This is an optimization exercise on Yosys and OpenROAD, whose aim is small area, a short achievable clock period and few clock cycles per item, not a production implementation. In this exercise RTL edits were held to simulation tests only and were not proved equivalent to the original.

File: design/flow/run.sh
#!/bin/bash
# synth_recipe.tcl (not shown) runs the flow's synth.tcl, then flattens the netlist and writes it again
# the make line also repeats each setting of config.mk as NAME=value (left out here)
make -C /OpenROAD-flow-scripts/flow DESIGN_CONFIG=/design/flow/config.mk WORK_HOME=/design/flow/orfs CLKGATE_MAP_FILE= SYNTH_SCRIPT=/design/flow/synth_recipe.tcl finish
File: design/flow/design.v
package gdn_pkg;
    localparam int NUM_MIN = 306;
    localparam int NUM_MAX = 3652364;
    function automatic logic [3:0] fwd_month_index(input logic [3:0] month);
        logic [3:0] r;
        case (month)
            4'd0:    r = 4'd9;
            4'd1:    r = 4'd10;
            4'd2:    r = 4'd11;
            4'd13:   r = 4'd10;
            4'd14:   r = 4'd11;
            4'd15:   r = 4'd0;
            default: r = month - 4'd3;
        endcase
        fwd_month_index = r;
    endfunction
    function automatic logic [8:0] month_offset(input logic [3:0] mi);
        logic [8:0] r;
        case (mi)
            4'd0:    r = 9'd0;
            4'd1:    r = 9'd31;
            4'd2:    r = 9'd61;
            4'd3:    r = 9'd92;
            4'd4:    r = 9'd122;
            4'd5:    r = 9'd153;
            4'd6:    r = 9'd184;
            4'd7:    r = 9'd214;
            4'd8:    r = 9'd245;
            4'd9:    r = 9'd275;
            4'd10:   r = 9'd306;
            4'd11:   r = 9'd337;
            default: r = 9'd0;
        endcase
        month_offset = r;
    endfunction
    function automatic logic [3:0] month_index(input logic [8:0] ddd);
        logic [3:0] mi;
        mi = 4'd0;
        for (int k = 1; k < 12; k++)
        begin
            if (ddd >= month_offset(4'(k)))
            begin
                mi = mi + 4'd1;
            end
        end
        month_index = mi;
    endfunction
endpackage
module gdn_est (
    input  logic [21:0] n,
    output logic [13:0] est
);
    wire e_w1;
    wire e_w2;
    assign e_w1 = n[7] ^ n[9];
    assign e_w2 = n[7] & n[9];
    wire e_w3;
    wire e_w4;
    assign e_w3 = n[8] ^ n[10];
    assign e_w4 = n[8] & n[10];
    wire e_w5;
    wire e_w6;
    assign e_w5 = n[9] ^ n[11] ^ n[12];
    assign e_w6 = (n[9] & n[11]) | (n[9] & n[12]) | (n[11] & n[12]);
    wire e_w7;
    wire e_w8;
    assign e_w7 = n[10] ^ n[12];
    assign e_w8 = n[10] & n[12];
    wire e_w9;
    wire e_w10;
    assign e_w9 = n[6] ^ n[8] ^ n[9];
    assign e_w10 = (n[6] & n[8]) | (n[6] & n[9]) | (n[8] & n[9]);
    wire e_w11;
    wire e_w12;
    assign e_w11 = e_w1 ^ n[10] ^ n[12];
    assign e_w12 = (e_w1 & n[10]) | (e_w1 & n[12]) | (n[10] & n[12]);
    wire e_w13;
    wire e_w14;
    assign e_w13 = ~n[15] ^ ~n[18];
    assign e_w14 = ~n[15] & ~n[18];
    wire e_w15;
    wire e_w16;
    assign e_w15 = e_w2 ^ e_w3 ^ n[11];
    assign e_w16 = (e_w2 & e_w3) | (e_w2 & n[11]) | (e_w3 & n[11]);
    wire e_w17;
    wire e_w18;
    assign e_w17 = n[13] ^ ~n[16] ^ n[19];
    assign e_w18 = (n[13] & ~n[16]) | (n[13] & n[19]) | (~n[16] & n[19]);
    wire e_w19;
    wire e_w20;
    assign e_w19 = e_w4 ^ e_w5 ^ n[14];
    assign e_w20 = (e_w4 & e_w5) | (e_w4 & n[14]) | (e_w5 & n[14]);
    wire e_w21;
    wire e_w22;
    assign e_w21 = ~n[17] ^ ~n[20] ^ ~n[19];
    assign e_w22 = (~n[17] & ~n[20]) | (~n[17] & ~n[19]) | (~n[20] & ~n[19]);
    wire e_w23;
    wire e_w24;
    assign e_w23 = e_w6 ^ e_w7 ^ n[13];
    assign e_w24 = (e_w6 & e_w7) | (e_w6 & n[13]) | (e_w7 & n[13]);
    wire e_w25;
    wire e_w26;
    assign e_w25 = n[15] ^ ~n[18] ^ ~n[21];
    assign e_w26 = (n[15] & ~n[18]) | (n[15] & ~n[21]) | (~n[18] & ~n[21]);
    wire e_w27;
    wire e_w28;
    assign e_w27 = e_w8 ^ n[11] ^ n[13];
    assign e_w28 = (e_w8 & n[11]) | (e_w8 & n[13]) | (n[11] & n[13]);
    wire e_w29;
    wire e_w30;
    assign e_w29 = n[14] ^ n[16] ^ n[19];
    assign e_w30 = (n[14] & n[16]) | (n[14] & n[19]) | (n[16] & n[19]);
    wire e_w31;
    wire e_w32;
    assign e_w31 = n[12] ^ n[14] ^ n[15];
    assign e_w32 = (n[12] & n[14]) | (n[12] & n[15]) | (n[14] & n[15]);
    wire e_w33;
    wire e_w34;
    assign e_w33 = n[17] ^ ~n[20] ^ n[19];
    assign e_w34 = (n[17] & ~n[20]) | (n[17] & n[19]) | (~n[20] & n[19]);
    wire e_w35;
    wire e_w36;
    assign e_w35 = n[13] ^ n[15] ^ n[16];
    assign e_w36 = (n[13] & n[15]) | (n[13] & n[16]) | (n[15] & n[16]);
    wire e_w37;
    wire e_w38;
    assign e_w37 = n[18] ^ ~n[21] ^ n[19];
    assign e_w38 = (n[18] & ~n[21]) | (n[18] & n[19]) | (~n[21] & n[19]);
    wire e_w39;
    wire e_w40;
    assign e_w39 = n[14] ^ n[16] ^ n[17];
    assign e_w40 = (n[14] & n[16]) | (n[14] & n[17]) | (n[16] & n[17]);
    wire e_w41;
    wire e_w42;
    assign e_w41 = n[19] ^ ~n[19];
    assign e_w42 = n[19] & ~n[19];
    wire e_w43;
    wire e_w44;
    assign e_w43 = n[15] ^ n[17] ^ n[18];
    assign e_w44 = (n[15] & n[17]) | (n[15] & n[18]) | (n[17] & n[18]);
    wire e_w45;
    wire e_w46;
    assign e_w45 = n[16] ^ n[18] ^ n[19];
    assign e_w46 = (n[16] & n[18]) | (n[16] & n[19]) | (n[18] & n[19]);
    wire e_w47;
    wire e_w48;
    assign e_w47 = n[17] ^ n[19];
    assign e_w48 = n[17] & n[19];
    wire e_w49;
    wire e_w50;
    assign e_w49 = n[18] ^ n[20];
    assign e_w50 = n[18] & n[20];
    wire e_w51;
    wire e_w52;
    assign e_w51 = e_w9 ^ n[11];
    assign e_w52 = e_w9 & n[11];
    wire e_w53;
    wire e_w54;
    assign e_w53 = e_w10 ^ e_w11 ^ e_w13;
    assign e_w54 = (e_w10 & e_w11) | (e_w10 & e_w13) | (e_w11 & e_w13);
    wire e_w55;
    wire e_w56;
    assign e_w55 = e_w12 ^ e_w14 ^ e_w15;
    assign e_w56 = (e_w12 & e_w14) | (e_w12 & e_w15) | (e_w14 & e_w15);
    wire e_w57;
    wire e_w58;
    assign e_w57 = e_w16 ^ e_w18 ^ e_w19;
    assign e_w58 = (e_w16 & e_w18) | (e_w16 & e_w19) | (e_w18 & e_w19);
    wire e_w59;
    wire e_w60;
    assign e_w59 = e_w20 ^ e_w22 ^ e_w23;
    assign e_w60 = (e_w20 & e_w22) | (e_w20 & e_w23) | (e_w22 & e_w23);
    wire e_w61;
    wire e_w62;
    assign e_w61 = e_w24 ^ e_w26 ^ e_w27;
    assign e_w62 = (e_w24 & e_w26) | (e_w24 & e_w27) | (e_w26 & e_w27);
    wire e_w63;
    wire e_w64;
    assign e_w63 = e_w28 ^ e_w30 ^ e_w31;
    assign e_w64 = (e_w28 & e_w30) | (e_w28 & e_w31) | (e_w30 & e_w31);
    wire e_w65;
    wire e_w66;
    assign e_w65 = e_w32 ^ e_w34 ^ e_w35;
    assign e_w66 = (e_w32 & e_w34) | (e_w32 & e_w35) | (e_w34 & e_w35);
    wire e_w67;
    wire e_w68;
    assign e_w67 = e_w36 ^ e_w38 ^ e_w39;
    assign e_w68 = (e_w36 & e_w38) | (e_w36 & e_w39) | (e_w38 & e_w39);
    wire e_w69;
    wire e_w70;
    assign e_w69 = e_w40 ^ e_w42 ^ e_w43;
    assign e_w70 = (e_w40 & e_w42) | (e_w40 & e_w43) | (e_w42 & e_w43);
    wire e_w71;
    wire e_w72;
    assign e_w71 = e_w44 ^ e_w45 ^ n[21];
    assign e_w72 = (e_w44 & e_w45) | (e_w44 & n[21]) | (e_w45 & n[21]);
    wire e_w73;
    wire e_w74;
    assign e_w73 = e_w46 ^ e_w47 ^ n[20];
    assign e_w74 = (e_w46 & e_w47) | (e_w46 & n[20]) | (e_w47 & n[20]);
    wire e_w75;
    wire e_w76;
    assign e_w75 = e_w48 ^ e_w49 ^ n[21];
    assign e_w76 = (e_w48 & e_w49) | (e_w48 & n[21]) | (e_w49 & n[21]);
    wire e_w77;
    wire e_w78;
    assign e_w77 = e_w50 ^ n[19] ^ n[21];
    assign e_w78 = (e_w50 & n[19]) | (e_w50 & n[21]) | (n[19] & n[21]);
    wire e_w79;
    wire e_w80;
    assign e_w79 = e_w51 ^ ~n[14];
    assign e_w80 = e_w51 & ~n[14];
    wire e_w81;
    wire e_w82;
    assign e_w81 = e_w52 ^ e_w53 ^ ~n[17];
    assign e_w82 = (e_w52 & e_w53) | (e_w52 & ~n[17]) | (e_w53 & ~n[17]);
    wire e_w83;
    wire e_w84;
    assign e_w83 = e_w54 ^ e_w55 ^ e_w17;
    assign e_w84 = (e_w54 & e_w55) | (e_w54 & e_w17) | (e_w55 & e_w17);
    wire e_w85;
    wire e_w86;
    assign e_w85 = e_w56 ^ e_w57 ^ e_w21;
    assign e_w86 = (e_w56 & e_w57) | (e_w56 & e_w21) | (e_w57 & e_w21);
    wire e_w87;
    wire e_w88;
    assign e_w87 = e_w58 ^ e_w59 ^ e_w25;
    assign e_w88 = (e_w58 & e_w59) | (e_w58 & e_w25) | (e_w59 & e_w25);
    wire e_w89;
    wire e_w90;
    assign e_w89 = e_w60 ^ e_w61 ^ e_w29;
    assign e_w90 = (e_w60 & e_w61) | (e_w60 & e_w29) | (e_w61 & e_w29);
    wire e_w91;
    wire e_w92;
    assign e_w91 = e_w62 ^ e_w63 ^ e_w33;
    assign e_w92 = (e_w62 & e_w63) | (e_w62 & e_w33) | (e_w63 & e_w33);
    wire e_w93;
    wire e_w94;
    assign e_w93 = e_w64 ^ e_w65 ^ e_w37;
    assign e_w94 = (e_w64 & e_w65) | (e_w64 & e_w37) | (e_w65 & e_w37);
    wire e_w95;
    wire e_w96;
    assign e_w95 = e_w66 ^ e_w67 ^ e_w41;
    assign e_w96 = (e_w66 & e_w67) | (e_w66 & e_w41) | (e_w67 & e_w41);
    wire e_w97;
    wire e_w98;
    assign e_w97 = e_w68 ^ e_w69 ^ ~n[20];
    assign e_w98 = (e_w68 & e_w69) | (e_w68 & ~n[20]) | (e_w69 & ~n[20]);
    wire e_w99;
    wire e_w100;
    assign e_w99 = e_w70 ^ e_w71 ^ ~n[20];
    assign e_w100 = (e_w70 & e_w71) | (e_w70 & ~n[20]) | (e_w71 & ~n[20]);
    wire e_w101;
    wire e_w102;
    assign e_w101 = e_w72 ^ e_w73 ^ ~n[20];
    assign e_w102 = (e_w72 & e_w73) | (e_w72 & ~n[20]) | (e_w73 & ~n[20]);
    wire e_w103;
    wire e_w104;
    assign e_w103 = e_w74 ^ e_w75 ^ ~n[20];
    assign e_w104 = (e_w74 & e_w75) | (e_w74 & ~n[20]) | (e_w75 & ~n[20]);
    wire e_w105;
    wire e_w106;
    assign e_w105 = e_w76 ^ e_w77 ^ ~n[20];
    assign e_w106 = (e_w76 & e_w77) | (e_w76 & ~n[20]) | (e_w77 & ~n[20]);
    wire e_w107;
    wire e_w108;
    assign e_w107 = e_w78 ^ n[20] ^ ~n[20];
    assign e_w108 = (e_w78 & n[20]) | (e_w78 & ~n[20]) | (n[20] & ~n[20]);
    wire e_w109;
    wire e_w110;
    assign e_w109 = n[21] ^ ~n[20];
    assign e_w110 = n[21] & ~n[20];
    wire [16:0] e_a = {e_w110, e_w108, e_w106, e_w104, e_w102, e_w100, e_w98, e_w96, e_w94, e_w92, e_w90, e_w88, e_w86, e_w84, e_w82, e_w80, e_w79};
    wire [16:0] e_b = {~n[20], e_w109, e_w107, e_w105, e_w103, e_w101, e_w99, e_w97, e_w95, e_w93, e_w91, e_w89, e_w87, e_w85, e_w83, e_w81, n[17]};
    wire [16:0] e;
    assign e = e_a + e_b;
    assign est = e[16:3];
endmodule
module gdn_q (
    input  logic [13:0] y,
    output logic [6:0] q
);
    wire c_w1;
    wire c_w2;
    assign c_w1 = y[3] ^ y[6];
    assign c_w2 = y[3] & y[6];
    wire c_w3;
    wire c_w4;
    assign c_w3 = y[2] ^ y[4] ^ y[7];
    assign c_w4 = (y[2] & y[4]) | (y[2] & y[7]) | (y[4] & y[7]);
    wire c_w5;
    wire c_w6;
    assign c_w5 = y[3] ^ y[5] ^ y[8];
    assign c_w6 = (y[3] & y[5]) | (y[3] & y[8]) | (y[5] & y[8]);
    wire c_w7;
    wire c_w8;
    assign c_w7 = y[4] ^ y[6];
    assign c_w8 = y[4] & y[6];
    wire c_w9;
    wire c_w10;
    assign c_w9 = y[5] ^ y[7] ^ y[10];
    assign c_w10 = (y[5] & y[7]) | (y[5] & y[10]) | (y[7] & y[10]);
    wire c_w11;
    wire c_w12;
    assign c_w11 = y[6] ^ y[8] ^ y[11];
    assign c_w12 = (y[6] & y[8]) | (y[6] & y[11]) | (y[8] & y[11]);
    wire c_w13;
    wire c_w14;
    assign c_w13 = y[7] ^ y[9] ^ y[12];
    assign c_w14 = (y[7] & y[9]) | (y[7] & y[12]) | (y[9] & y[12]);
    wire c_w15;
    wire c_w16;
    assign c_w15 = y[8] ^ y[10] ^ y[13];
    assign c_w16 = (y[8] & y[10]) | (y[8] & y[13]) | (y[10] & y[13]);
    wire c_w17;
    wire c_w18;
    assign c_w17 = y[9] ^ y[11];
    assign c_w18 = y[9] & y[11];
    wire c_w19;
    wire c_w20;
    assign c_w19 = y[10] ^ y[12];
    assign c_w20 = y[10] & y[12];
    wire c_w21;
    wire c_w22;
    assign c_w21 = y[11] ^ y[13];
    assign c_w22 = y[11] & y[13];
    wire c_w23;
    wire c_w24;
    assign c_w23 = y[2] ^ y[5];
    assign c_w24 = y[2] & y[5];
    wire c_w25;
    wire c_w26;
    assign c_w25 = c_w1 ^ ~y[11] ^ ~y[10];
    assign c_w26 = (c_w1 & ~y[11]) | (c_w1 & ~y[10]) | (~y[11] & ~y[10]);
    wire c_w27;
    wire c_w28;
    assign c_w27 = c_w2 ^ c_w3 ^ ~y[12];
    assign c_w28 = (c_w2 & c_w3) | (c_w2 & ~y[12]) | (c_w3 & ~y[12]);
    wire c_w29;
    wire c_w30;
    assign c_w29 = c_w4 ^ c_w5 ^ ~y[13];
    assign c_w30 = (c_w4 & c_w5) | (c_w4 & ~y[13]) | (c_w5 & ~y[13]);
    wire c_w31;
    wire c_w32;
    assign c_w31 = c_w6 ^ c_w7 ^ ~y[9];
    assign c_w32 = (c_w6 & c_w7) | (c_w6 & ~y[9]) | (c_w7 & ~y[9]);
    wire c_w33;
    wire c_w34;
    assign c_w33 = c_w8 ^ c_w9 ^ ~y[9];
    assign c_w34 = (c_w8 & c_w9) | (c_w8 & ~y[9]) | (c_w9 & ~y[9]);
    wire c_w35;
    wire c_w36;
    assign c_w35 = c_w10 ^ c_w11 ^ ~y[9];
    assign c_w36 = (c_w10 & c_w11) | (c_w10 & ~y[9]) | (c_w11 & ~y[9]);
    wire c_w37;
    wire c_w38;
    assign c_w37 = c_w12 ^ c_w13 ^ ~y[9];
    assign c_w38 = (c_w12 & c_w13) | (c_w12 & ~y[9]) | (c_w13 & ~y[9]);
    wire c_w39;
    wire c_w40;
    assign c_w39 = c_w14 ^ c_w15 ^ ~y[9];
    assign c_w40 = (c_w14 & c_w15) | (c_w14 & ~y[9]) | (c_w15 & ~y[9]);
    wire c_w41;
    wire c_w42;
    assign c_w41 = c_w16 ^ c_w17 ^ ~y[9];
    assign c_w42 = (c_w16 & c_w17) | (c_w16 & ~y[9]) | (c_w17 & ~y[9]);
    wire c_w43;
    wire c_w44;
    assign c_w43 = c_w18 ^ c_w19 ^ ~y[9];
    assign c_w44 = (c_w18 & c_w19) | (c_w18 & ~y[9]) | (c_w19 & ~y[9]);
    wire c_w45;
    wire c_w46;
    assign c_w45 = c_w20 ^ c_w21 ^ ~y[9];
    assign c_w46 = (c_w20 & c_w21) | (c_w20 & ~y[9]) | (c_w21 & ~y[9]);
    wire c_w47;
    wire c_w48;
    assign c_w47 = c_w22 ^ y[12] ^ ~y[9];
    assign c_w48 = (c_w22 & y[12]) | (c_w22 & ~y[9]) | (y[12] & ~y[9]);
    wire c_w49;
    wire c_w50;
    assign c_w49 = y[13] ^ ~y[9];
    assign c_w50 = y[13] & ~y[9];
    wire [13:0] c_a = {c_w48, c_w46, c_w44, c_w42, c_w40, c_w38, c_w36, c_w34, c_w32, c_w30, c_w28, c_w26, c_w24, c_w23};
    wire [13:0] c_b = {c_w49, c_w47, c_w45, c_w43, c_w41, c_w39, c_w37, c_w35, c_w33, c_w31, c_w29, c_w27, c_w25, y[10]};
    wire [13:0] c;
    assign c = c_a + c_b;
    assign q = c[13:7];
endmodule
module gdn_s (
    input  logic [9:0] a,
    input  logic [13:0] y,
    output logic [19:0] s
);
    wire s_w1;
    wire s_w2;
    assign s_w1 = a[3] ^ y[3];
    assign s_w2 = a[3] & y[3];
    wire s_w3;
    wire s_w4;
    assign s_w3 = a[4] ^ y[4] ^ y[2];
    assign s_w4 = (a[4] & y[4]) | (a[4] & y[2]) | (y[4] & y[2]);
    wire s_w5;
    wire s_w6;
    assign s_w5 = a[5] ^ y[5] ^ y[3];
    assign s_w6 = (a[5] & y[5]) | (a[5] & y[3]) | (y[5] & y[3]);
    wire s_w7;
    wire s_w8;
    assign s_w7 = y[2] ^ y[0];
    assign s_w8 = y[2] & y[0];
    wire s_w9;
    wire s_w10;
    assign s_w9 = a[6] ^ y[6] ^ y[4];
    assign s_w10 = (a[6] & y[6]) | (a[6] & y[4]) | (y[6] & y[4]);
    wire s_w11;
    wire s_w12;
    assign s_w11 = y[3] ^ y[1] ^ y[8];
    assign s_w12 = (y[3] & y[1]) | (y[3] & y[8]) | (y[1] & y[8]);
    wire s_w13;
    wire s_w14;
    assign s_w13 = a[7] ^ y[7] ^ y[5];
    assign s_w14 = (a[7] & y[7]) | (a[7] & y[5]) | (y[7] & y[5]);
    wire s_w15;
    wire s_w16;
    assign s_w15 = y[4] ^ y[2] ^ y[9];
    assign s_w16 = (y[4] & y[2]) | (y[4] & y[9]) | (y[2] & y[9]);
    wire s_w17;
    wire s_w18;
    assign s_w17 = a[8] ^ y[8] ^ y[6];
    assign s_w18 = (a[8] & y[8]) | (a[8] & y[6]) | (y[8] & y[6]);
    wire s_w19;
    wire s_w20;
    assign s_w19 = y[5] ^ y[3] ^ y[10];
    assign s_w20 = (y[5] & y[3]) | (y[5] & y[10]) | (y[3] & y[10]);
    wire s_w21;
    wire s_w22;
    assign s_w21 = a[9] ^ y[9] ^ y[7];
    assign s_w22 = (a[9] & y[9]) | (a[9] & y[7]) | (y[9] & y[7]);
    wire s_w23;
    wire s_w24;
    assign s_w23 = y[6] ^ y[4] ^ y[11];
    assign s_w24 = (y[6] & y[4]) | (y[6] & y[11]) | (y[4] & y[11]);
    wire s_w25;
    wire s_w26;
    assign s_w25 = y[10] ^ y[8] ^ y[7];
    assign s_w26 = (y[10] & y[8]) | (y[10] & y[7]) | (y[8] & y[7]);
    wire s_w27;
    wire s_w28;
    assign s_w27 = y[5] ^ y[12];
    assign s_w28 = y[5] & y[12];
    wire s_w29;
    wire s_w30;
    assign s_w29 = y[11] ^ y[9] ^ y[8];
    assign s_w30 = (y[11] & y[9]) | (y[11] & y[8]) | (y[9] & y[8]);
    wire s_w31;
    wire s_w32;
    assign s_w31 = y[6] ^ y[13];
    assign s_w32 = y[6] & y[13];
    wire s_w33;
    wire s_w34;
    assign s_w33 = y[12] ^ y[10] ^ y[9];
    assign s_w34 = (y[12] & y[10]) | (y[12] & y[9]) | (y[10] & y[9]);
    wire s_w35;
    wire s_w36;
    assign s_w35 = y[13] ^ y[11];
    assign s_w36 = y[13] & y[11];
    wire s_w37;
    wire s_w38;
    assign s_w37 = a[2] ^ y[2];
    assign s_w38 = a[2] & y[2];
    wire s_w39;
    wire s_w40;
    assign s_w39 = s_w1 ^ y[1] ^ y[0];
    assign s_w40 = (s_w1 & y[1]) | (s_w1 & y[0]) | (y[1] & y[0]);
    wire s_w41;
    wire s_w42;
    assign s_w41 = s_w2 ^ s_w3 ^ y[1];
    assign s_w42 = (s_w2 & s_w3) | (s_w2 & y[1]) | (s_w3 & y[1]);
    wire s_w43;
    wire s_w44;
    assign s_w43 = s_w4 ^ s_w5 ^ s_w7;
    assign s_w44 = (s_w4 & s_w5) | (s_w4 & s_w7) | (s_w5 & s_w7);
    wire s_w45;
    wire s_w46;
    assign s_w45 = s_w6 ^ s_w8 ^ s_w9;
    assign s_w46 = (s_w6 & s_w8) | (s_w6 & s_w9) | (s_w8 & s_w9);
    wire s_w47;
    wire s_w48;
    assign s_w47 = s_w10 ^ s_w12 ^ s_w13;
    assign s_w48 = (s_w10 & s_w12) | (s_w10 & s_w13) | (s_w12 & s_w13);
    wire s_w49;
    wire s_w50;
    assign s_w49 = s_w14 ^ s_w16 ^ s_w17;
    assign s_w50 = (s_w14 & s_w16) | (s_w14 & s_w17) | (s_w16 & s_w17);
    wire s_w51;
    wire s_w52;
    assign s_w51 = s_w18 ^ s_w20 ^ s_w21;
    assign s_w52 = (s_w18 & s_w20) | (s_w18 & s_w21) | (s_w20 & s_w21);
    wire s_w53;
    wire s_w54;
    assign s_w53 = s_w22 ^ s_w24 ^ s_w25;
    assign s_w54 = (s_w22 & s_w24) | (s_w22 & s_w25) | (s_w24 & s_w25);
    wire s_w55;
    wire s_w56;
    assign s_w55 = s_w26 ^ s_w28 ^ s_w29;
    assign s_w56 = (s_w26 & s_w28) | (s_w26 & s_w29) | (s_w28 & s_w29);
    wire s_w57;
    wire s_w58;
    assign s_w57 = s_w30 ^ s_w32 ^ s_w33;
    assign s_w58 = (s_w30 & s_w32) | (s_w30 & s_w33) | (s_w32 & s_w33);
    wire s_w59;
    wire s_w60;
    assign s_w59 = s_w34 ^ s_w35 ^ y[10];
    assign s_w60 = (s_w34 & s_w35) | (s_w34 & y[10]) | (s_w35 & y[10]);
    wire s_w61;
    wire s_w62;
    assign s_w61 = s_w36 ^ y[12] ^ y[11];
    assign s_w62 = (s_w36 & y[12]) | (s_w36 & y[11]) | (y[12] & y[11]);
    wire s_w63;
    wire s_w64;
    assign s_w63 = y[13] ^ y[12];
    assign s_w64 = y[13] & y[12];
    wire s_w65;
    wire s_w66;
    assign s_w65 = a[0] ^ y[0];
    assign s_w66 = a[0] & y[0];
    wire s_w67;
    wire s_w68;
    assign s_w67 = a[1] ^ y[1] ^ y[3];
    assign s_w68 = (a[1] & y[1]) | (a[1] & y[3]) | (y[1] & y[3]);
    wire s_w69;
    wire s_w70;
    assign s_w69 = s_w37 ^ y[0] ^ y[4];
    assign s_w70 = (s_w37 & y[0]) | (s_w37 & y[4]) | (y[0] & y[4]);
    wire s_w71;
    wire s_w72;
    assign s_w71 = s_w38 ^ s_w39 ^ y[5];
    assign s_w72 = (s_w38 & s_w39) | (s_w38 & y[5]) | (s_w39 & y[5]);
    wire s_w73;
    wire s_w74;
    assign s_w73 = s_w40 ^ s_w41 ^ y[6];
    assign s_w74 = (s_w40 & s_w41) | (s_w40 & y[6]) | (s_w41 & y[6]);
    wire s_w75;
    wire s_w76;
    assign s_w75 = s_w42 ^ s_w43 ^ y[7];
    assign s_w76 = (s_w42 & s_w43) | (s_w42 & y[7]) | (s_w43 & y[7]);
    wire s_w77;
    wire s_w78;
    assign s_w77 = s_w44 ^ s_w45 ^ s_w11;
    assign s_w78 = (s_w44 & s_w45) | (s_w44 & s_w11) | (s_w45 & s_w11);
    wire s_w79;
    wire s_w80;
    assign s_w79 = s_w46 ^ s_w47 ^ s_w15;
    assign s_w80 = (s_w46 & s_w47) | (s_w46 & s_w15) | (s_w47 & s_w15);
    wire s_w81;
    wire s_w82;
    assign s_w81 = s_w48 ^ s_w49 ^ s_w19;
    assign s_w82 = (s_w48 & s_w49) | (s_w48 & s_w19) | (s_w49 & s_w19);
    wire s_w83;
    wire s_w84;
    assign s_w83 = s_w50 ^ s_w51 ^ s_w23;
    assign s_w84 = (s_w50 & s_w51) | (s_w50 & s_w23) | (s_w51 & s_w23);
    wire s_w85;
    wire s_w86;
    assign s_w85 = s_w52 ^ s_w53 ^ s_w27;
    assign s_w86 = (s_w52 & s_w53) | (s_w52 & s_w27) | (s_w53 & s_w27);
    wire s_w87;
    wire s_w88;
    assign s_w87 = s_w54 ^ s_w55 ^ s_w31;
    assign s_w88 = (s_w54 & s_w55) | (s_w54 & s_w31) | (s_w55 & s_w31);
    wire s_w89;
    wire s_w90;
    assign s_w89 = s_w56 ^ s_w57 ^ y[7];
    assign s_w90 = (s_w56 & s_w57) | (s_w56 & y[7]) | (s_w57 & y[7]);
    wire s_w91;
    wire s_w92;
    assign s_w91 = s_w58 ^ s_w59 ^ y[8];
    assign s_w92 = (s_w58 & s_w59) | (s_w58 & y[8]) | (s_w59 & y[8]);
    wire s_w93;
    wire s_w94;
    assign s_w93 = s_w60 ^ s_w61 ^ y[9];
    assign s_w94 = (s_w60 & s_w61) | (s_w60 & y[9]) | (s_w61 & y[9]);
    wire s_w95;
    wire s_w96;
    assign s_w95 = s_w62 ^ s_w63 ^ y[10];
    assign s_w96 = (s_w62 & s_w63) | (s_w62 & y[10]) | (s_w63 & y[10]);
    wire s_w97;
    wire s_w98;
    assign s_w97 = s_w64 ^ y[13] ^ y[11];
    assign s_w98 = (s_w64 & y[13]) | (s_w64 & y[11]) | (y[13] & y[11]);
    wire [19:0] s_a = {1'b0, y[13], s_w98, s_w96, s_w94, s_w92, s_w90, s_w88, s_w86, s_w84, s_w82, s_w80, s_w78, s_w76, s_w74, s_w72, s_w70, s_w68, s_w66, s_w65};
    wire [19:0] s_b = {1'b0, 1'b0, y[12], s_w97, s_w95, s_w93, s_w91, s_w89, s_w87, s_w85, s_w83, s_w81, s_w79, s_w77, s_w75, s_w73, s_w71, s_w69, s_w67, y[2]};
    assign s = s_a + s_b;
endmodule
module gdn_z (
    input  logic t,
    input  logic [19:0] s,
    input  logic [13:0] y,
    input  logic [6:0] q,
    output logic [21:0] z
);
    wire z_w1;
    wire z_w2;
    assign z_w1 = s[0] ^ t;
    assign z_w2 = s[0] & t;
    wire z_w3;
    wire z_w4;
    assign z_w3 = s[1] ^ q[3];
    assign z_w4 = s[1] & q[3];
    wire z_w5;
    wire z_w6;
    assign z_w5 = s[2] ^ q[4];
    assign z_w6 = s[2] & q[4];
    wire z_w7;
    wire z_w8;
    assign z_w7 = s[3] ^ q[5];
    assign z_w8 = s[3] & q[5];
    wire z_w9;
    wire z_w10;
    assign z_w9 = s[4] ^ q[6];
    assign z_w10 = s[4] & q[6];
    wire z_w11;
    wire z_w12;
    assign z_w11 = y[0] ^ y[2];
    assign z_w12 = y[0] & y[2];
    wire z_w13;
    wire z_w14;
    assign z_w13 = y[1] ^ y[3] ^ s[9];
    assign z_w14 = (y[1] & y[3]) | (y[1] & s[9]) | (y[3] & s[9]);
    wire z_w15;
    wire z_w16;
    assign z_w15 = y[2] ^ y[4] ^ s[10];
    assign z_w16 = (y[2] & y[4]) | (y[2] & s[10]) | (y[4] & s[10]);
    wire z_w17;
    wire z_w18;
    assign z_w17 = y[3] ^ y[5] ^ s[11];
    assign z_w18 = (y[3] & y[5]) | (y[3] & s[11]) | (y[5] & s[11]);
    wire z_w19;
    wire z_w20;
    assign z_w19 = y[4] ^ y[6] ^ s[12];
    assign z_w20 = (y[4] & y[6]) | (y[4] & s[12]) | (y[6] & s[12]);
    wire z_w21;
    wire z_w22;
    assign z_w21 = y[5] ^ y[7] ^ s[13];
    assign z_w22 = (y[5] & y[7]) | (y[5] & s[13]) | (y[7] & s[13]);
    wire z_w23;
    wire z_w24;
    assign z_w23 = y[6] ^ y[8] ^ s[14];
    assign z_w24 = (y[6] & y[8]) | (y[6] & s[14]) | (y[8] & s[14]);
    wire z_w25;
    wire z_w26;
    assign z_w25 = y[7] ^ y[9] ^ s[15];
    assign z_w26 = (y[7] & y[9]) | (y[7] & s[15]) | (y[9] & s[15]);
    wire z_w27;
    wire z_w28;
    assign z_w27 = y[8] ^ y[10] ^ s[16];
    assign z_w28 = (y[8] & y[10]) | (y[8] & s[16]) | (y[10] & s[16]);
    wire z_w29;
    wire z_w30;
    assign z_w29 = y[9] ^ y[11] ^ s[17];
    assign z_w30 = (y[9] & y[11]) | (y[9] & s[17]) | (y[11] & s[17]);
    wire z_w31;
    wire z_w32;
    assign z_w31 = y[10] ^ y[12] ^ s[18];
    assign z_w32 = (y[10] & y[12]) | (y[10] & s[18]) | (y[12] & s[18]);
    wire z_w33;
    wire z_w34;
    assign z_w33 = y[11] ^ y[13] ^ s[19];
    assign z_w34 = (y[11] & y[13]) | (y[11] & s[19]) | (y[13] & s[19]);
    wire z_w35;
    wire z_w36;
    assign z_w35 = z_w1 ^ q[2];
    assign z_w36 = z_w1 & q[2];
    wire z_w37;
    wire z_w38;
    assign z_w37 = z_w2 ^ z_w3 ^ ~q[1];
    assign z_w38 = (z_w2 & z_w3) | (z_w2 & ~q[1]) | (z_w3 & ~q[1]);
    wire z_w39;
    wire z_w40;
    assign z_w39 = z_w4 ^ z_w5 ^ ~q[2];
    assign z_w40 = (z_w4 & z_w5) | (z_w4 & ~q[2]) | (z_w5 & ~q[2]);
    wire z_w41;
    wire z_w42;
    assign z_w41 = z_w6 ^ z_w7 ^ ~q[3];
    assign z_w42 = (z_w6 & z_w7) | (z_w6 & ~q[3]) | (z_w7 & ~q[3]);
    wire z_w43;
    wire z_w44;
    assign z_w43 = z_w8 ^ z_w9 ^ ~q[4];
    assign z_w44 = (z_w8 & z_w9) | (z_w8 & ~q[4]) | (z_w9 & ~q[4]);
    wire z_w45;
    wire z_w46;
    assign z_w45 = z_w10 ^ s[5] ^ ~q[5];
    assign z_w46 = (z_w10 & s[5]) | (z_w10 & ~q[5]) | (s[5] & ~q[5]);
    wire z_w47;
    wire z_w48;
    assign z_w47 = y[0] ^ s[6] ^ ~q[6];
    assign z_w48 = (y[0] & s[6]) | (y[0] & ~q[6]) | (s[6] & ~q[6]);
    wire z_w49;
    wire z_w50;
    assign z_w49 = y[1] ^ ~s[7];
    assign z_w50 = y[1] & ~s[7];
    wire z_w51;
    wire z_w52;
    assign z_w51 = z_w11 ^ s[8] ^ ~s[7];
    assign z_w52 = (z_w11 & s[8]) | (z_w11 & ~s[7]) | (s[8] & ~s[7]);
    wire z_w53;
    wire z_w54;
    assign z_w53 = z_w12 ^ z_w13 ^ ~s[7];
    assign z_w54 = (z_w12 & z_w13) | (z_w12 & ~s[7]) | (z_w13 & ~s[7]);
    wire z_w55;
    wire z_w56;
    assign z_w55 = z_w14 ^ z_w15 ^ ~s[7];
    assign z_w56 = (z_w14 & z_w15) | (z_w14 & ~s[7]) | (z_w15 & ~s[7]);
    wire z_w57;
    wire z_w58;
    assign z_w57 = z_w16 ^ z_w17 ^ ~s[7];
    assign z_w58 = (z_w16 & z_w17) | (z_w16 & ~s[7]) | (z_w17 & ~s[7]);
    wire z_w59;
    wire z_w60;
    assign z_w59 = z_w18 ^ z_w19 ^ ~s[7];
    assign z_w60 = (z_w18 & z_w19) | (z_w18 & ~s[7]) | (z_w19 & ~s[7]);
    wire z_w61;
    wire z_w62;
    assign z_w61 = z_w20 ^ z_w21 ^ ~s[7];
    assign z_w62 = (z_w20 & z_w21) | (z_w20 & ~s[7]) | (z_w21 & ~s[7]);
    wire z_w63;
    wire z_w64;
    assign z_w63 = z_w22 ^ z_w23 ^ ~s[7];
    assign z_w64 = (z_w22 & z_w23) | (z_w22 & ~s[7]) | (z_w23 & ~s[7]);
    wire z_w65;
    wire z_w66;
    assign z_w65 = z_w24 ^ z_w25 ^ ~s[7];
    assign z_w66 = (z_w24 & z_w25) | (z_w24 & ~s[7]) | (z_w25 & ~s[7]);
    wire z_w67;
    wire z_w68;
    assign z_w67 = z_w26 ^ z_w27 ^ ~s[7];
    assign z_w68 = (z_w26 & z_w27) | (z_w26 & ~s[7]) | (z_w27 & ~s[7]);
    wire z_w69;
    wire z_w70;
    assign z_w69 = z_w28 ^ z_w29 ^ ~s[7];
    assign z_w70 = (z_w28 & z_w29) | (z_w28 & ~s[7]) | (z_w29 & ~s[7]);
    wire z_w71;
    wire z_w72;
    assign z_w71 = z_w30 ^ z_w31 ^ ~s[7];
    assign z_w72 = (z_w30 & z_w31) | (z_w30 & ~s[7]) | (z_w31 & ~s[7]);
    wire z_w73;
    wire z_w74;
    assign z_w73 = z_w32 ^ z_w33 ^ ~s[7];
    assign z_w74 = (z_w32 & z_w33) | (z_w32 & ~s[7]) | (z_w33 & ~s[7]);
    wire z_w75;
    wire z_w76;
    assign z_w75 = z_w34 ^ y[12] ^ ~s[7];
    assign z_w76 = (z_w34 & y[12]) | (z_w34 & ~s[7]) | (y[12] & ~s[7]);
    wire z_w77;
    wire z_w78;
    assign z_w77 = y[13] ^ ~s[7];
    assign z_w78 = y[13] & ~s[7];
    wire [21:0] z_a = {z_w76, z_w74, z_w72, z_w70, z_w68, z_w66, z_w64, z_w62, z_w60, z_w58, z_w56, z_w54, z_w52, z_w50, z_w48, z_w46, z_w44, z_w42, z_w40, z_w38, z_w36, z_w35};
    wire [21:0] z_b = {z_w77, z_w75, z_w73, z_w71, z_w69, z_w67, z_w65, z_w63, z_w61, z_w59, z_w57, z_w55, z_w53, z_w51, z_w49, z_w47, z_w45, z_w43, z_w41, z_w39, z_w37, ~q[0]};
    assign z = z_a + z_b;
endmodule
module gregorian_day_number_convert_top (
    input  logic         clk,
    input  logic         rst_n,
    input  logic         req_valid,
    output logic         req_ready,
    input  logic         req_type,
    input  logic [13:0]  year_in,
    input  logic [3:0]   month_in,
    input  logic [4:0]   day_in,
    input  logic [21:0]  number_in,
    output logic         rsp_valid,
    input  logic         rsp_ready,
    output logic [21:0]  number_out,
    output logic [13:0]  year_out,
    output logic [3:0]   month_out,
    output logic [4:0]   day_out,
    output logic         range_error
);
    logic        v1_reg, v2_reg, v3_reg, v4_reg, v5_reg;
    logic        en;
    logic        s1_typ_reg;
    logic        s1_err_reg;
    logic [22:0] s1_w_reg;
    logic        s2_typ_reg;
    logic        s2_err_reg;
    logic [13:0] s2_y_reg;
    logic [9:0]  s2_a_reg;
    logic        s3_typ_reg;
    logic        s3_err_reg;
    logic [13:0] s3_y_reg;
    logic [19:0] s3_s_reg;
    logic [6:0]  s3_q_reg;
    logic        s4_typ_reg;
    logic        s4_err_reg;
    logic        s4_leap_reg;
    logic [1:0]  s4_yh_reg;
    logic [21:0] s4_p_reg;
    logic        s5_num_reg;
    logic        s5_date_reg;
    logic        s5_err_reg;
    logic [22:0] s5_p_reg;
    assign en = !v5_reg || rsp_ready;
    assign req_ready = en;
    assign rsp_valid = v5_reg;
    always_ff @(posedge clk or negedge rst_n)
    begin
        if (!rst_n)
        begin
            v1_reg <= 1'b0;
            v2_reg <= 1'b0;
            v3_reg <= 1'b0;
            v4_reg <= 1'b0;
            v5_reg <= 1'b0;
        end
        else if (en)
        begin
            v1_reg <= req_valid;
            v2_reg <= v1_reg;
            v3_reg <= v2_reg;
            v4_reg <= v3_reg;
            v5_reg <= v4_reg;
        end
    end
    logic [3:0]  a_mi;
    logic        a_wrap;
    logic [8:0]  a_off;
    logic [13:0] a_yf;
    logic        a_late;
    logic        a_ferr;
    logic        a_gbad;
    always_comb
    begin
        a_mi = gdn_pkg::fwd_month_index(month_in);
        a_wrap = (a_mi >= 4'd10);
        a_off = gdn_pkg::month_offset(a_mi) + 9'(day_in);
        a_yf = year_in - 14'(a_wrap);
        a_late = (a_mi == 4'd11) || ((a_mi == 4'd10) && (day_in != 5'd0));
        a_ferr = (a_wrap && (year_in == 14'd0)) || (year_in > 14'd9999 + 14'(a_wrap))
              || ((year_in == 14'd9999 + 14'(a_wrap)) && a_late)
              || ((year_in == 14'(a_wrap)) && !a_late);
        a_gbad = (number_in < 22'(gdn_pkg::NUM_MIN)) || (number_in > 22'(gdn_pkg::NUM_MAX));
    end
    always_ff @(posedge clk)
    begin
        if (en)
        begin
            s1_typ_reg <= req_type;
            s1_err_reg <= req_type ? a_gbad : a_ferr;
            s1_w_reg <= req_type ? {1'b0, number_in} : {a_yf, a_off};
        end
    end
    logic [13:0] b_est;
    gdn_est u_est (.n(s1_w_reg[21:0]), .est(b_est));
    always_ff @(posedge clk)
    begin
        if (en)
        begin
            s2_typ_reg <= s1_typ_reg;
            s2_err_reg <= s1_err_reg;
            s2_y_reg <= s1_typ_reg ? b_est : s1_w_reg[22:9];
            s2_a_reg <= s1_typ_reg ? ~s1_w_reg[9:0] : {1'b0, s1_w_reg[8:0]};
        end
    end
    logic [6:0]  c_q;
    logic [19:0] c_s;
    gdn_q u_q (.y(s2_y_reg), .q(c_q));
    gdn_s u_s (.a(s2_a_reg), .y(s2_y_reg), .s(c_s));
    always_ff @(posedge clk)
    begin
        if (en)
        begin
            s3_typ_reg <= s2_typ_reg;
            s3_err_reg <= s2_err_reg;
            s3_y_reg <= s2_y_reg;
            s3_s_reg <= c_s;
            s3_q_reg <= c_q;
        end
    end
    logic [21:0] m_z;
    logic [4:0]  m_rem25;
    logic        m_leap;
    gdn_z u_z (.t(s3_typ_reg), .s(s3_s_reg), .y(s3_y_reg), .q(s3_q_reg), .z(m_z));
    always_comb
    begin
        m_rem25 = s3_y_reg[6:2] - 5'(s3_q_reg) * 5'd25;
        m_leap = (s3_y_reg[1:0] == 2'd0) && ((m_rem25 != 5'd0) || (s3_q_reg[1:0] == 2'd0));
    end
    always_ff @(posedge clk)
    begin
        if (en)
        begin
            s4_typ_reg <= s3_typ_reg;
            s4_err_reg <= s3_err_reg;
            s4_leap_reg <= m_leap;
            s4_yh_reg <= s3_y_reg[13:12];
            s4_p_reg <= s3_typ_reg ? {s3_y_reg[11:0], ~m_z[9:0]} : m_z;
        end
    end
    logic        e_back;
    logic [8:0]  e_d;
    logic [11:0] e_ge;
    logic [11:0] e_m;
    logic [4:0]  e_k;
    logic [3:0]  e_month;
    logic [4:0]  e_day;
    logic [13:0] e_y;
    logic [13:0] e_yp;
    logic [13:0] e_ym;
    logic [13:0] e_year;
    always_comb
    begin
        e_back = s4_p_reg[9];
        e_d = s4_p_reg[8:0] + (e_back ? 9'd365 + 9'(s4_leap_reg) : 9'd0);
        for (int k = 0; k < 12; k++)
        begin
            e_ge[k] = (e_d >= gdn_pkg::month_offset(4'(k)));
        end
        for (int k = 0; k < 11; k++)
        begin
            e_m[k] = e_ge[k] && !e_ge[k + 1];
        end
        e_m[11] = e_ge[11];
        e_k = 5'd0;
        e_month = 4'd0;
        for (int k = 0; k < 12; k++)
        begin
            e_k = e_k | ({5{e_m[k]}} & 5'(9'd1 - gdn_pkg::month_offset(4'(k))));
            e_month = e_month | ({4{e_m[k]}} & 4'((k + 2) % 12 + 1));
        end
        e_day = e_d[4:0] + e_k;
        e_y = {s4_yh_reg, s4_p_reg[21:10]};
        e_yp = e_y + 14'd1;
        e_ym = e_y - 14'd1;
        if (e_ge[10] == e_back)
        begin
            e_year = e_y;
        end
        else if (e_ge[10])
        begin
            e_year = e_yp;
        end
        else
        begin
            e_year = e_ym;
        end
    end
    always_ff @(posedge clk)
    begin
        if (en)
        begin
            s5_num_reg <= !s4_typ_reg && !s4_err_reg;
            s5_date_reg <= s4_typ_reg && !s4_err_reg;
            s5_err_reg <= s4_err_reg;
            s5_p_reg <= s4_typ_reg ? {e_year, e_month, e_day} : {1'b0, s4_p_reg};
        end
    end
    assign range_error = s5_err_reg;
    assign number_out = s5_num_reg ? s5_p_reg[21:0] : 22'd0;
    assign year_out = s5_date_reg ? s5_p_reg[22:9] : 14'd0;
    assign month_out = s5_date_reg ? s5_p_reg[8:5] : 4'd0;
    assign day_out = s5_date_reg ? s5_p_reg[4:0] : 5'd0;
endmodule
File: design/flow/config.mk
export PLATFORM = sky130hd
export DESIGN_NAME = gregorian_day_number_convert_top
export DESIGN_NICKNAME = gregorian_day_number_convert_top
export VERILOG_FILES = /design/flow/design.v
export SDC_FILE = /design/flow/constraint.sdc
export NUM_CORES = 4
export LEC_CHECK = 0
export CAP_MARGIN = 20
export CORE_MARGIN = 2
export CORE_UTILIZATION = 60
export CTS_BUF_LIST = sky130_fd_sc_hd__clkbuf_4 sky130_fd_sc_hd__clkbuf_8
export CTS_CLUSTER_SIZE = 40
export PLACE_DENSITY = 0.75
export SETUP_SLACK_MARGIN = 4.2
export SLEW_MARGIN = 20
File: design/flow/constraint.sdc
create_clock -name core_clock -period 9.0 [get_ports {clk}]
set_input_delay 1.8000 -clock core_clock [delete_from_list [all_inputs] [get_ports {clk}]]
set_output_delay 1.8000 -clock core_clock [all_outputs]
set_load 0.01 [all_outputs]
==> impl_metrics.ini, run 1 <==
[sta]
finalCritPeriodShare_pct = 52.0
final-max-slew-violation-count = 0
rsz0062_at_grt = true
slew_headroom_pct = 39.1
fmax_mhz = 214
finClkSkew_ps = 16.7
fin_crit_ps = 4680
final-hold-violation-count = 0
finalSetupViolCount = 0
worst_slew_pin_slew_ps = 914
fin_setup_tns_ps = 0

[drt]
drt_pass1_iterations = 5
avgViaCountPerCell = 5.67
wl_per_cell_um = 16.8
antenna_left = 0
via_count = 10953
wl_um = 32400
drtIter0Drc = 493
drc = 0

[global_routing]
grt.total_usage_pct = 25.5
grt_pass1_wl_um = 53200
antenna_found_initial = 0
globalRoute.totalOverflow = 0
grt_pass1_vias = 10975
grt_max_degree = 75

[yosys]
ys_seq_elements = 152
synth_warnings = 1
yosys.area.top_type = edfxtp_1
async_flop_share_pct = 3.29
synthTopCellsByCount = 158 x ha_1, 153 x inv_1, 147 x edfxtp_1, 134 x fa_1, 89 x nand2_1
synthTopCellsByArea = edfxtp_1 29%, fa_1 18%, ha_1 13%
synth_top_area_share_pct = 29.1
syn_area_per_cell_um2 = 10.4
yosysSeqAreaShare_pct = 29.9
yosysMostFrequentCell = ha_1
yosysUniqueCellTypes = 74
synth_edf_count = 147
netlist_area_um2 = 15200
ys.flop_type = edfxtp_1
syn_inst = 1456
synthesis.nets = 1798

[run]
cap_viol_max_count = 0

[cts]
cts_hold_buf = 0
clockBufferDepth = 2
cts-buffers-inserted = 17
cts_root_buf = clkbuf_8
h-tree-depth = 4
cts_tree = yes
cts.sinks = 152
clkLatencyLatePin_ps = 470
clk_pin_slew_worst_paths_ps = 90

[floorplanning]
core_um2 = 25000
die_w_um = 163
die_area_um2 = 26600
die_h_um = 163
boundaryPins = 98
std_cell_rows = 58
initial_core_util_pct = 60.6

[finish]
synthToLayoutAreaGrowth_pct = 15.2
final_cells = 1933
antenna_cells = 0
nNetsFinal = 1932
stdcell_area_um2 = 17500
seqCellArea_um2 = 4540
multi_input_area_um2 = 10200
final.fill_count = 1890
final_util_pct = 69.8
drive_gt1_share_pct = 10.4

[placed_design]
placedCellCount = 1860
gp_congestion = 0.911
dp_hpwl_um = 25500
place_area_um2 = 16500
io_buffers = 97

[worst_setup_path]
reg2reg_depth = 13
crit_top_cell = fa_1
slowest_delay_ps = 610
crit_path_end_kind = register
cp.required_ps = 9210
crit_chain = fa_1, fa_2, fa_1, fa_1, ha_4, a211oi_2, nor2_1, a2111oi_4, o21a_1, nor3_1, or2_2, a211oi_1, o22ai_1
cp_top_family = adder cells
setup.worst_path.start = s1_w_reg[12]
crit_buf_inv = 0
crit_cells = 13
startpoint_type = register
cp_slowest_cell = fa_1
worstPathMaxFanout = 4
crit_type = register to register
arrival_ps = 4890
r2r-start = s1_w_reg[12]

[worst_hold_path]
worstHoldStart = s3_err_reg
whs_path_depth = 0
holdCritPathClass = register to register

[status]
status = no timing/DRC/antenna violations
## stage by stage
| step | hold WS, ps | worst slack [ps] |
|---|---|---|
| after global placement | 401 | 3460 |
| after floorplan | 400 | 4270 |
| after detailed placement | 405 | 3340 |
| after global routing | 441 | 4110 |
| after CTS | 428 | 4150 |
| final | 428 | 4320 |
## cells in the final DEF, fill, tap and decap left out, drive strengths merged, types with 7 or more instances in the layout
cell / synthesis / layout
o21ai: 80 / 80
o21a: 9 / 9
nand2b: 17 / 18
o31ai: 14 / 14
fa: 134 / 134
mux2: 13 / 13
xor2: 52 / 52
or3: 11 / 11
nor3: 29 / 29
nor2b: 10 / 10
clkbuf: 24 / 19
edfxtp: 147 / 147
xnor2: 78 / 78
o211ai: 9 / 9
nand2: 89 / 89
a211oi: 16 / 16
a21o: 25 / 25
ha: 158 / 158
and2: 55 / 55
o21bai: 8 / 8
buf: 6 / 47
clkdlybuf4s50: 0 / 92
inv: 154 / 161
and3: 16 / 16
clkinv: 0 / 7
nand3: 29 / 29
mux2i: 16 / 16
nor4: 14 / 14
nor2: 81 / 81
a21oi: 83 / 83
## layer usage
| layer | GRT usage [%] | vias up | part of all wire (%) |
|---|---|---|---|
| met5 | 0 | - | 0 |
| met4 | 9.37 | 0 | 2.7 |
| met3 | 3.12 | 64 | 3.3 |
| met2 | 46.7 | 269 | 52 |
| met1 | 30.8 | 5247 | 42 |
| li1 | - | 5373 | - |
## cell families (layout without fill, tap and decap cells)
family	count (synthesis)	count (layout)	share of synthesized area (%)
mux	29	29	2.02
fa+ha+maj	292	292	30.7
compound gates	292	292	12.6
flops	152	152	29.9
xor+xnor	130	130	7.73
buf+inv	184	330	4.63
simple gates	377	378	12.4
## final timing paths
kind | to | slack, ps
min | s4_err_reg | 430
max reg2reg | s2_y_reg[10] | 4320
max | s2_y_reg[10] | 4320
min in group asynchronous | v2_reg | 1540
min reg2reg | s4_err_reg | 430
max in group asynchronous | v5_reg | 7270
## what timing repair did
item	CTS	global route
pin swaps	2	17
gates resized for setup	14	53
endpoints found under the setup margin	33	24
cloned	1	0
setup buffers	10	30
## area by class of cell
type / instances / area share [%]
well taps: 330 / 2.36
clock buffers: 17 / 1.34
repair buffers: 144 / 7.58
flip-flops and latches: 152 / 26.0
inverters: 154 / 3.31
multi-input cells: 1121 / 58.5
clock inverters: 15 / 0.909
Testbench counts, summed over its fixed seeds: cycles 12,040, items 12,000.
==> inputs of run 2 (changes only) <==
==> design/flow/flow/run.sh (new file) <==
#!/bin/bash
# Layout flow: the standard flow, with the half-adder cells added to the don't-use list so that
# synthesis maps only the carry-save trees' full adders to adder cells and abc maps the rest.
set -o pipefail
bash standard.sh "DONT_USE_CELLS=sky130_fd_sc_hd__probe_p_8 sky130_fd_sc_hd__probec_p_8 sky130_fd_sc_hd__lpflow_bleeder_1 sky130_fd_sc_hd__lpflow_clkbufkapwr_1 sky130_fd_sc_hd__lpflow_clkbufkapwr_16 sky130_fd_sc_hd__lpflow_clkbufkapwr_2 sky130_fd_sc_hd__lpflow_clkbufkapwr_4 sky130_fd_sc_hd__lpflow_clkbufkapwr_8 sky130_fd_sc_hd__lpflow_clkinvkapwr_1 sky130_fd_sc_hd__lpflow_clkinvkapwr_16 sky130_fd_sc_hd__lpflow_clkinvkapwr_2 sky130_fd_sc_hd__lpflow_clkinvkapwr_4 sky130_fd_sc_hd__lpflow_clkinvkapwr_8 sky130_fd_sc_hd__lpflow_decapkapwr_12 sky130_fd_sc_hd__lpflow_decapkapwr_3 sky130_fd_sc_hd__lpflow_decapkapwr_4 sky130_fd_sc_hd__lpflow_decapkapwr_6 sky130_fd_sc_hd__lpflow_decapkapwr_8 sky130_fd_sc_hd__lpflow_inputiso0n_1 sky130_fd_sc_hd__lpflow_inputiso0p_1 sky130_fd_sc_hd__lpflow_inputiso1n_1 sky130_fd_sc_hd__lpflow_inputiso1p_1 sky130_fd_sc_hd__lpflow_inputisolatch_1 sky130_fd_sc_hd__lpflow_isobufsrc_1 sky130_fd_sc_hd__lpflow_isobufsrc_16 sky130_fd_sc_hd__lpflow_isobufsrc_2 sky130_fd_sc_hd__lpflow_isobufsrc_4 sky130_fd_sc_hd__lpflow_isobufsrc_8 sky130_fd_sc_hd__lpflow_isobufsrckapwr_16 sky130_fd_sc_hd__lpflow_lsbuf_lh_hl_isowell_tap_1 sky130_fd_sc_hd__lpflow_lsbuf_lh_hl_isowell_tap_2 sky130_fd_sc_hd__lpflow_lsbuf_lh_hl_isowell_tap_4 sky130_fd_sc_hd__lpflow_lsbuf_lh_isowell_4 sky130_fd_sc_hd__lpflow_lsbuf_lh_isowell_tap_1 sky130_fd_sc_hd__lpflow_lsbuf_lh_isowell_tap_2 sky130_fd_sc_hd__lpflow_lsbuf_lh_isowell_tap_4  sky130_fd_sc_hd__ha_1 sky130_fd_sc_hd__ha_2 sky130_fd_sc_hd__ha_4" finish > standard.log 2>&1
==> design/flow/standard.sh (new file) <==
#!/bin/bash
# synth_recipe.tcl (not shown) runs the flow's synth.tcl, then flattens the netlist and writes it again
# the make line also repeats each setting of config.mk as NAME=value (left out here)
make -C /OpenROAD-flow-scripts/flow DESIGN_CONFIG=/design/flow/config.mk WORK_HOME=/design/flow/orfs CLKGATE_MAP_FILE= SYNTH_SCRIPT=/design/flow/synth_recipe.tcl "${@:-finish}"
removed: design/flow/run.sh
==> impl_metrics.ini, run 2 <==
[yosys]
ys.flop_type = edfxtp_1
synthTopCellsByArea = edfxtp_1 30%, fa_1 18%, xnor2_1 9.3%
yosysMostFrequentCell = xnor2_1
synth_edf_count = 147
yosysUniqueCellTypes = 90
synth_top_area_share_pct = 30.1
async_flop_share_pct = 3.29
netlist_area_um2 = 14700
synth_warnings = 1
synthesis.nets = 1658
synthTopCellsByCount = 155 x xnor2_1, 147 x edfxtp_1, 134 x fa_1, 110 x nand2_1, 108 x nor2_1
yosysSeqAreaShare_pct = 31.0
ys_seq_elements = 152
yosys.area.top_type = edfxtp_1
syn_area_per_cell_um2 = 9.95
syn_inst = 1474

[drt]
wl_per_cell_um = 16.8
wl_um = 32800
antenna_left = 0
drt_pass1_iterations = 5
drc = 0
drtIter0Drc = 534
avgViaCountPerCell = 5.76
via_count = 11209

[placed_design]
gp_congestion = 0.869
place_area_um2 = 15900
dp_hpwl_um = 23500
io_buffers = 97

[sta]
finalSetupViolCount = 0
rsz0062_at_grt = true
worst_slew_pin_slew_ps = 1020
fin_setup_tns_ps = 0
final-hold-violation-count = 0
fin_crit_ps = 5030
final-max-slew-violation-count = 0
finClkSkew_ps = 17.2
finalCritPeriodShare_pct = 55.9
slew_headroom_pct = 32.1
fmax_mhz = 199

[cts]
clk_pin_slew_worst_paths_ps = 90
cts_root_buf = clkbuf_8
h-tree-depth = 4
cts.sinks = 152
cts_hold_buf = 0
cts-buffers-inserted = 17
cts_tree = yes
clockBufferDepth = 2
clkLatencyLatePin_ps = 460

[floorplanning]
initial_core_util_pct = 60.7
core_um2 = 24200
std_cell_rows = 57
die_h_um = 160
die_area_um2 = 25700
die_w_um = 160
boundaryPins = 98

[worst_setup_path]
crit_path_end_kind = register
cp.required_ps = 9210
startpoint_type = register
crit_type = register to register
arrival_ps = 5250
worstPathMaxFanout = 5

[global_routing]
grt_pass1_vias = 11045
grt_pass1_wl_um = 52800
globalRoute.totalOverflow = 0
grt.total_usage_pct = 25.6
grt_max_degree = 83
antenna_found_initial = 0

[finish]
layout_common_cells = 151 x xnor2_1, 147 x edfxtp_1, 121 x fa_1
final_util_pct = 71.0
drive_gt1_share_pct = 13.6
nNetsFinal = 1792
final.fill_count = 1761
antenna_cells = 0
mostFrequentLayoutCell = xnor2_1
stdcell_area_um2 = 17200
seqCellArea_um2 = 4540
multi_input_area_um2 = 9820
synthToLayoutAreaGrowth_pct = 17.0

[worst_hold_path]
holdCritPathClass = register to register

[run]
cap_viol_max_count = 0

[status]
status = no timing/DRC/antenna violations
[run 2: cell families (layout without fill, tap and decap cells)]
kind of cell	count (synthesis)	count (layout)	synth area share [%]
buffers and inverters	163	308	4.38
AND/OR/NAND/NOR	449	451	15.5
AO/OA/AOI/OAI	298	298	13.4
XOR/XNOR	222	222	13.5
adder cells (fa/ha/maj)	168	168	20.7
multiplexers	22	22	1.63
flip-flops	152	152	31.0
[run 2: timing repair]
action	4_1_cts	5_1_grt
resized for setup	20	51
setup buffers	53	19
pin swaps	18	34
setup endpoints to repair	21	16
gates cloned	2	0
[run 2: layout make-up]
type,count,area share (%)
clock buffer,18,1.41
multi-input combinational,1161,57.2
timing repair buffer,175,9.34
tap,324,2.36
inverter,101,2.24
clock inverter,14,0.999
sequential,152,26.4
[run 2: critical path, cell delays in order, from the launching register on]
cell	delay (ps)
edfxtp_1	500
fa_2	440
inv_2	70
fa_1	410
inv_2	80
fa_1	430
fa_2	640
nor2_1	80
nor3_1	340
o41ai_2	140
a31oi_2	220
o21ai_2	90
maj3_2	350
o21ai_4	140
maj3_2	230
mux2i_1	240
xnor2_1	160
nand2_1	100
xnor2_1	140
[run 2: final timing paths]
path | startpoint | endpoint | slack [ps] | cells past startpoint
setup / recovery | s1_w_reg[12] | s2_y_reg[12] | 3970 | 18
setup reg to reg | s1_w_reg[12] | s2_y_reg[12] | 3970 | 18
min in group asynchronous | rst_n | v3_reg | 1550 | 1
hold reg to reg | s2_typ_reg | s3_typ_reg | 440 | 0
max in group asynchronous | rst_n | v2_reg | 7260 | 1
hold / removal | s2_typ_reg | s3_typ_reg | 440 | 0
[run 2: routing by layer]
layer  part of all wire (%)  GRT usage (%)  vias to the layer above
li1                       -              -                     5394
met1                     39           29.9                     5436
met2                     54           48.2                      315
met3                    4.2           3.82                       64
met4                    3.0           8.35                        0
met5                      0              0                        -
[run 2: per-stage QoR]
step | std cells | hold slack (ps) | setup WS, ps
final | 1945 | 439 | 3970
after floorplan | 1474 | 400 | 4050
after global placement | 1839 | 401 | 3420
after CTS | 1926 | 437 | 4070
after global routing | 1945 | 436 | 3820
after detailed placement | 1839 | 412 | 3300

port drivers added, routing unchanged:
The results above use ideal ports. As a check the final layouts listed here were re-extracted and re-timed, cells and wires unchanged.
Step 1, drivers: a clkbuf_16 drives clk and a buf_2 each remaining input, both assumed.
Step 2 adds t to the input delays and takes it off the output delays; t is the mean of the earliest and latest rising clock arrival at the registers after step 1. Input paths then give back, and output paths get back, about the clock's delay inside the block.
a / b / c = no drivers / after step 1 / after step 2; a / b = the first two.
| run | shift t [ns] | slack for setup (ns) | worst hold slack (ns) |
|---|---|---|---|
| run 1 | 0.507 | 4.322 / 4.322 / 3.869 | 0.428 / 0.428 / 0.428 |
| run 2 | 0.501 | 3.966 / 3.966 / 3.966 | 0.439 / 0.439 / 0.439 |
After both steps every run listed still meets setup and hold. The setup slack of run 1, which loses most, moves by 0.000 ns with the drivers and by -0.453 ns with both steps.
